Background: an optimization exercise with open tools, aiming at small area. Do not read the settings as production practice.
Only simulation tests tie the RTL to the original design; equivalence was not proved.
Power figures rest on the tool's default switching activity, not on a simulated workload.

run 1:
// regfile_decode
module regfile_decode #(
    parameter int XLEN = 32,
    parameter int NREG = 32,
    parameter int AW   = 5
) (
    input  logic            clk,
    input  logic            reset,
    input  logic            in_valid,
    output logic            in_ready,
    input  logic [31:0]     ir_i,
    output logic            out_valid,
    input  logic            out_ready,
    output logic [XLEN-1:0] ra_o,
    output logic [XLEN-1:0] rb_o,
    output logic [XLEN-1:0] imm_o,
    output logic [4:0]      itype_o,
    output logic [AW-1:0]   rd_o,
    input  logic            wb_en_i,
    input  logic [AW-1:0]   wb_addr_i,
    input  logic [XLEN-1:0] wb_data_i
);
Settings: LEC_CHECK=0, CAP_MARGIN=20, CORE_MARGIN=2, CORE_UTILIZATION=40, PLACE_DENSITY=0.8, SLEW_MARGIN=20, SYNTH_HIERARCHICAL=1; clock period 5.0 ns.
standard.sh (not shown) runs the stock make flow with config.mk's settings and CLKGATE_MAP_FILE= SYNTH_SCRIPT=/design/flow/synth_recipe.tcl, a recipe that flattens the netlist after the stock synthesis.
==> flow/flow/run.sh <==
#!/bin/bash
# Standard layout (standard.sh) with three changes:
#  * port buffers use the smallest buffer cell (buf_1);
#  * before global placement, the and2/and3 gates that drive the long decoded
#    select, write-enable and write-data lines (16+ pins) are made _4 strength
#    (flow/upsize_lines.tcl), so they need no buffer trees;
#  * the clock tree uses clkbuf_4 with up to 8 flip-flops per leaf buffer and
#    no dummy loads.
set -e
export BUFFER_PORTS_ARGS="-buffer_cell sky130_fd_sc_hd__buf_1"
export PRE_GLOBAL_PLACE_TCL="$PWD/flow/upsize_lines.tcl"
export CTS_ARGS="-sink_clustering_enable -repair_clock_nets -sink_clustering_size 8 -sink_clustering_max_diameter 40 -buf_list sky130_fd_sc_hd__clkbuf_4 -dont_use_dummy_load"
bash standard.sh > standard.log 2>&1
==> flow/flow/upsize_lines.tcl <==
# Give the long decoded select, write-enable and write-data lines a strong
# driver up front, so that they need no buffer trees: every and2/and3 whose
# output drives 16 or more pins becomes its _4 variant.
set n_up 0
foreach inst [[ord::get_db_block] getInsts] {
  set m [[$inst getMaster] getName]
  if {![regexp {^sky130_fd_sc_hd__(and2|and3)_[0-9]$} $m -> fam]} { continue }
  foreach it [$inst getITerms] {
    if {![$it isOutputSignal]} { continue }
    set net [$it getNet]
    if {$net eq "NULL"} { continue }
    if {[llength [$net getITerms]] - 1 >= 16} {
      $inst swapMaster [[ord::get_db] findMaster sky130_fd_sc_hd__${fam}_4]
      incr n_up
    }
  }
}
puts "upsize_lines: $n_up drivers upsized"
### run 1 -> run 2
Settings: PLACE_DENSITY removed (was 0.8).
Findings:
Run 2 finished every stage and its layout cleared the timing, design-rule and antenna checks.
Looking at required time reported for the critical path endpoint, run 2 sits 1820 ps below run 1.
Run 1 and run 2 ended up with roughly the same overall power after layout.
The internal reg-to-reg setup slack was comparable across run 1 and run 2.
In the tables for run 1 and run 2, length of the first detailed-routing pass in iterations reads lower with run 1.
Comparing run 1 and run 2, the lower total detailed-routing wirelength is on run 1.
In the metrics for run 1 and run 2, the one carrying the lower final-layout clock buffer total is run 1.
The inputs of run 3 differ from those of run 2 as listed below.
Settings: setting PLACE_DENSITY to 0.8 for the first time.
diff --git a/flow/flow/run.sh b/flow/flow/run.sh
--- a/flow/flow/run.sh
+++ b/flow/flow/run.sh
@@ -7 +7 @@
-#  * the clock tree uses clkbuf_4 with up to 8 flip-flops per leaf buffer and
+#  * the clock tree uses clkbuf_4 with up to 10 flip-flops per leaf buffer and
@@ -12 +12 @@
-export CTS_ARGS="-sink_clustering_enable -repair_clock_nets -sink_clustering_size 8 -sink_clustering_max_diameter 40 -buf_list sky130_fd_sc_hd__clkbuf_4 -dont_use_dummy_load"
+export CTS_ARGS="-sink_clustering_enable -repair_clock_nets -sink_clustering_size 10 -sink_clustering_max_diameter 40 -buf_list sky130_fd_sc_hd__clkbuf_4 -dont_use_dummy_load"
==> summary.txt <==
On worst path required time, the lower figure sits with run 2, not run 3.
Run 3 vs. run 2: ratio of final minimum period to clock period went up by 2.9 points.
Between run 2 and run 3, worst hold slack decreased.
Run 3 does better than run 2 on total wire length after detailed routing.
Run 3 vs run 2 — maximum number of pins on one net before global-route repair dropped by more than a quarter
Across both runs, depth of the worst hold-timing path was higher for run 3 than for run 2.

[static timing again, ports no longer ideal]
The flow's constraints put no driver on any port. The routed layouts listed below were extracted and timed again, unchanged, in two steps.
Step 1: set_driving_cell puts a clkbuf_16 on clk and a buf_2 on each other input, an assumption about the parent block.
Step 2 moves the port delays by t, midway between the first and last clock arrival at a register: inputs arrive t later, outputs are due t later. That takes back most of the time a late clock gives input paths.
a / b / c = no drivers / after step 1 / after step 2; a / b = the first two.
| run | t, ns | slack for setup (ns) | latest minus earliest clock arrival (ns) | worst slew at a driven data input, ns |
|---|---|---|---|---|
| run 1 | 1.116 | 1.307 / 1.343 / 0.227 | 0.127 / 0.126 | 0.08 |
| run 2 | 1.088 | 1.420 / 1.346 / 0.527 | 0.124 / 0.124 | 0.06 |
| run 3 | 1.087 | 1.276 / 1.306 / 0.219 | 0.145 / 0.145 | 0.07 |
After both steps setup and hold are still met in every run listed. The setup slack of run 1, which loses most, moves by +0.036 ns with the drivers and by -1.080 ns with both steps.
